Background: an optimization exercise with open tools, aiming at small area, a short achievable clock period and few clock cycles per item. Do not read the settings as production practice. Function was checked by simulation only, so behaviour that the tests miss may differ from the original.

Setup of P:
Design rgbw_linear_fade_engine, start of the top module:
module rgbw_linear_fade_engine #(
  parameter int LEVEL_BITS = 10
) (
  input  logic                  clk,
  input  logic                  rst,
  input  logic                  in_valid,
  output logic                  in_ready,
  input  logic                  cmd,
  input  logic [LEVEL_BITS-1:0] channel_0,
  input  logic [LEVEL_BITS-1:0] channel_1,
  input  logic [LEVEL_BITS-1:0] channel_2,
  input  logic [LEVEL_BITS-1:0] channel_3,
  input  logic                  fade_on,
  output logic                  out_valid,
  input  logic                  out_ready,
  output logic [LEVEL_BITS-1:0] drive_0,
  output logic [LEVEL_BITS-1:0] drive_1,
  output logic [LEVEL_BITS-1:0] drive_2,
  output logic [LEVEL_BITS-1:0] drive_3,
  output logic                  fade_done,
  input  logic                  cfg_valid,
  output logic                  cfg_ready,
  input  logic [7:0]            cfg_data
);
  localparam int LB = LEVEL_BITS;
  logic [7:0]    interval_q;
  logic [7:0]    tick_q;
  logic [LB-1:0] target_q [NUM_CH];
  logic [LB-1:0] mag_q    [NUM_CH];    
  logic          dir_q    [NUM_CH];    
  logic [LB:0]   d_q      [NUM_CH];    
  logic [LB-1:0] level_q  [NUM_CH];
  logic [LB-1:0] n_q;                  
  logic [LB-1:0] rem_q;                
  logic          s1_q;                 
  logic          s2_q;                 
  logic          ini_q;                
  logic          fading_q;
  logic          out_valid_q;
  logic          done_q;
  logic          in_ready_q;
  logic          pcolor_q;             
  logic          pfade_q;
  logic          pstep_q;              
  logic          pdone_q;
  logic [2:0]    win_q;                
  logic          hit_q;                
  logic [LB-1:0] in_lv    [NUM_CH];
  logic [LB:0]   sum      [NUM_CH];
  logic [LB-1:0] lvl_step [NUM_CH];
  logic          zero     [NUM_CH];    
  logic [LB-1:0] max01, max23, max_mag;
  ...
export LEC_CHECK = 0
export CAP_MARGIN = 20
export CORE_MARGIN = 2
export CORE_UTILIZATION = 40
export SETUP_SLACK_MARGIN = 4.5
export SLEW_MARGIN = 20
export TNS_END_PERCENT = 20
create_clock -name core_clock -period 8.5 [get_ports {clk}]
run.sh (not shown) runs the stock make flow with config.mk's settings and CLKGATE_MAP_FILE= SYNTH_SCRIPT=/design/flow/synth_recipe.tcl, a recipe that flattens the netlist after the stock synthesis.
Testbench counts of P, summed over its fixed seeds: cycles 41,136, results 13,995.
Relative to P, the following input files were edited for Q:
# P
export LEC_CHECK = 0
export CAP_MARGIN = 20
export CORE_MARGIN = 2
export CORE_UTILIZATION = 40
export SETUP_SLACK_MARGIN = 4.5
export SLEW_MARGIN = 20
export TNS_END_PERCENT = 20
create_clock -name core_clock -period 8.5 [get_ports {clk}]
# Q
export LEC_CHECK = 0
export CAP_MARGIN = 20
export CORE_MARGIN = 2
export CORE_UTILIZATION = 40
export SETUP_SLACK_MARGIN = 4
export SLEW_MARGIN = 20
export TNS_END_PERCENT = 100
create_clock -name core_clock -period 8.5 [get_ports {clk}]
## What came out
Going from P to Q, final critical-path share of the clock period has increased; routed wire length now sits lower; total non-filler cell area in the finished layout saw a decrease; detailed-route wire length on metal 1 moved down. Area enclosed by the die boundary came out exactly the same in P and Q.
For R, these inputs were changed with respect to Q:
# Q
export LEC_CHECK = 0
export CAP_MARGIN = 20
export CORE_MARGIN = 2
export CORE_UTILIZATION = 40
export SETUP_SLACK_MARGIN = 4
export SLEW_MARGIN = 20
export TNS_END_PERCENT = 100
create_clock -name core_clock -period 8.5 [get_ports {clk}]
# R
export LEC_CHECK = 0
export CAP_MARGIN = 20
export CORE_MARGIN = 2
export CORE_UTILIZATION = 65
export SETUP_SLACK_MARGIN = 5
export SLEW_MARGIN = 20
create_clock -name core_clock -period 8.5 [get_ports {clk}]
==> results.txt <==
- Going from Q to R, worst path buffer plus inverter count now larger, die height has decreased.
- [compare] base=Q new=R: number of cell rows went down, via total after detailed routing went up.
- Sort R and Q by critical path depth, descending, and R comes first.
- Per the comparison of R with Q, global-route usage over all layers rose 13 points; worst hold path depth rose 1.
- Master of the slowest instance on the critical path = sky130_fd_sc_hd__edfxtp_1: R; master of the slowest instance on the critical path = sky130_fd_sc_hd__fa_1: Q
Input changes introduced in S (baseline for comparison: R):
# R
export LEC_CHECK = 0
export CAP_MARGIN = 20
export CORE_MARGIN = 2
export CORE_UTILIZATION = 65
export SETUP_SLACK_MARGIN = 5
export SLEW_MARGIN = 20
create_clock -name core_clock -period 8.5 [get_ports {clk}]
# S
export LEC_CHECK = 0
export CAP_MARGIN = 20
export CORE_MARGIN = 2
export CORE_UTILIZATION = 40
export CTS_CLUSTER_DIAMETER = 80
export CTS_CLUSTER_SIZE = 40
export SETUP_SLACK_MARGIN = 4.75
export SLEW_MARGIN = 20
create_clock -name core_clock -period 8.5 [get_ports {clk}]
### Flow results
- Via count of the first global-routing pass, S and R: smaller value in S
- Number of tap cells added at floorplan: higher on S
- R and S ended up with roughly the same layout inverter count without the clock tree.
- Taking R as the reference, in S final area decreased 2.6%; sequential share of layout area increased 0.82 points; number of antenna violations at the first check in global routing decreased 2.
- S vs. R: worst stage delay on the critical path now sits higher; worst setup slack went up by 59 ps; first-iteration DRC count lower.

rgbw_linear_fade_engine, a different RTL version from the one above (not shown whole).
For scale: ~2,200 cells after synthesis.
## rgbw_linear_fade_engine
module rgbw_linear_fade_engine #(
  parameter int LEVEL_BITS = 10
) (
  input  logic                  clk,
  input  logic                  rst,
  input  logic                  in_valid,
  output logic                  in_ready,
  input  logic                  cmd,
  input  logic [LEVEL_BITS-1:0] channel_0,
  input  logic [LEVEL_BITS-1:0] channel_1,
  input  logic [LEVEL_BITS-1:0] channel_2,
  input  logic [LEVEL_BITS-1:0] channel_3,
  input  logic                  fade_on,
  output logic                  out_valid,
  input  logic                  out_ready,
  output logic [LEVEL_BITS-1:0] drive_0,
  output logic [LEVEL_BITS-1:0] drive_1,
  output logic [LEVEL_BITS-1:0] drive_2,
  output logic [LEVEL_BITS-1:0] drive_3,
  output logic                  fade_done,
  input  logic                  cfg_valid,
  output logic                  cfg_ready,
  input  logic [7:0]            cfg_data
);
make LEC_CHECK=0 CAP_MARGIN=20 CORE_MARGIN=2 CORE_UTILIZATION=40 SETUP_SLACK_MARGIN=5 SLEW_MARGIN=20 finish   # period 8.5 ns
The first run produced a clean layout.
Testbench counts at the start, summed over its fixed seeds: cycles 40,151, results 13,995.
Edit:
- SETUP_SLACK_MARGIN: 5 -> default
The new run produced a clean layout.
Maximum frequency decreases by 22%.
Final area shrinks by 9.8%.
First-iteration DRC count goes down by 8.4%.
Non-clock buffer count decreases by 110.

red:
RTL: one of the versions met above, not the one the previous note started from.
For scale: roughly 1700 cells after synthesis, about 220 flip-flops, about 0.015 mm2 of cells after synthesis.
Settings: LEC_CHECK=0, CAP_MARGIN=20, CORE_MARGIN=2, CORE_UTILIZATION=40, CTS_CLUSTER_DIAMETER=100, CTS_CLUSTER_SIZE=30, SETUP_SLACK_MARGIN=4.75, SLEW_MARGIN=20; clock period 8.5 ns.
Having completed the whole flow, red delivered a layout that passed the timing, DRC and antenna checks.
Testbench counts of red, summed over its fixed seeds: cycles 41,136, results 13,995.
Here is what was changed in the inputs of blue compared with red.
Settings: CTS_CLUSTER_DIAMETER removed (was 100); CORE_UTILIZATION changed from 40 to 50; CTS_CLUSTER_SIZE removed (was 30); SETUP_SLACK_MARGIN changed from 4.75 to 4.5.
[summary]
blue vs red: met3 capacity usage during global routing up in blue. Compared to red, blue has final period demand of the worst path 0.24 ns higher. blue against red: layout-stage area growth over the synthesis result now sits lower; via count now sits at about the same level; minimum setup slack in the final design now sits lower; share of final layout cell area taken by non-clock buffers now sits lower. Sort blue and red by starting density of the core, descending, and blue comes first. Worst setup path endpoint = level_q[2][7]: red; worst setup path endpoint = n_q[6]: blue. | placed standard-cell area | blue vs red | about 0.8% lower |.
> inputs changed (blue -> green)
Settings: a change of CORE_UTILIZATION from 50 to 40; a change of SETUP_SLACK_MARGIN from 4.5 to 5; an added TNS_END_PERCENT of 20.
==> results.txt <==
Setup slack: green more than blue. Area added between synthesis and finish: green vs blue up 6.3 points. Relative to blue, the overall die area measured on green has increased by more than 10%. Looking only at number of standard cells in the layout, taps in and fillers out, and setting everything else aside, the lower value of blue and green goes to blue. Worst-case setup slack after placement in green is 0.14 ns higher than in blue. [compare] base=blue new=green: post-route standard cell area excluding fillers shows an increase of about 5.4%; area used by multi-input combinational logic went up by 520 um2.
Input changes introduced in orange (baseline for comparison: green):
Settings: setting CTS_CLUSTER_DIAMETER to 60 for the first time; changing SETUP_SLACK_MARGIN from 5 to 4.75; removing TNS_END_PERCENT (formerly 20); setting CTS_CLUSTER_SIZE to 30 for the first time.
==> results.txt <==
Summary: with green as the reference, cell count in orange moved down slightly.
Global-route usage over all layers on orange is down relative to green.
Taking green as 1.0, orange lands at 0.869 on wire length on met3.
Setup WNS green -> orange: better
Lower critical path depth among green and orange: green
Relative to green, the fmax of orange is higher by 0.89%.
Reported for green and orange, mux cell area share after synthesis turned out identical to the last digit.
STATUS first-iteration detailed-routing DRC count: orange loses against green
Modified inputs, purple compared to orange
Settings: CTS_CLUSTER_DIAMETER now 80, was 60.
Results
On fraction of the cycle the final worst path needs, orange and purple are neck and neck. For the total of fill cells in the finished design, purple came in 19 higher than orange did. orange and purple ended up with nearly the same number of rows in the core area. met1 track utilization from global routing across orange and purple: no real change. The more densely filled core belongs to orange, not purple. On routed wire length, the higher figure sits with orange, not purple. Number of nets in the synthesized netlist of purple is on par with orange. Setup slack in purple is larger than in orange. Count of plain and timing-repair buffers (lower): orange. Design area went down slightly going from orange to purple.

static timing again, ports no longer ideal:
The results above use ideal ports. As a check the final layouts listed here were re-extracted and re-timed, cells and wires unchanged.
Step 1, drivers: a clkbuf_16 drives clk and a buf_2 each remaining input, both assumed.
Step 2 times the ports against the registers' clock, not the clock port: input delays grow and output delays shrink by t, the midpoint of the rising clock arrivals with the driver on.
Slacks: ideal / step 1 / step 2; pairs: ideal / step 1.
run | t (ns) | setup WS [ns] | worst register clock-pin slew, ns
P | 0.604 | 4.567 / 4.584 / 3.980 | 0.06 / 0.06
Q | 0.593 | 4.142 / 4.142 / 3.852 | 0.06 / 0.06
R | 0.585 | 4.784 / 4.784 / 4.506 | 0.07 / 0.07
S | 0.557 | 4.843 / 4.843 / 4.333 | 0.10 / 0.10
the first run of note 2 | 0.586 | 4.841 / 4.841 / 4.450 | 0.07 / 0.07
the second run of note 2 | 0.581 | 3.795 / 3.823 / 3.242 | 0.07 / 0.07
red | 0.549 | 4.883 / 4.887 / 4.363 | 0.12 / 0.12
blue | 0.591 | 4.644 / 4.644 / 4.164 | 0.06 / 0.06
green | 0.595 | 4.814 / 4.814 / 4.420 | 0.06 / 0.06
orange | 0.590 | 4.847 / 4.847 / 4.300 | 0.07 / 0.07
purple | 0.558 | 4.858 / 4.858 / 4.339 | 0.11 / 0.11
After both steps every run listed still meets setup and hold. For P, which loses most, drivers alone change the setup slack by +0.017 ns; drivers and shift together by -0.587 ns.
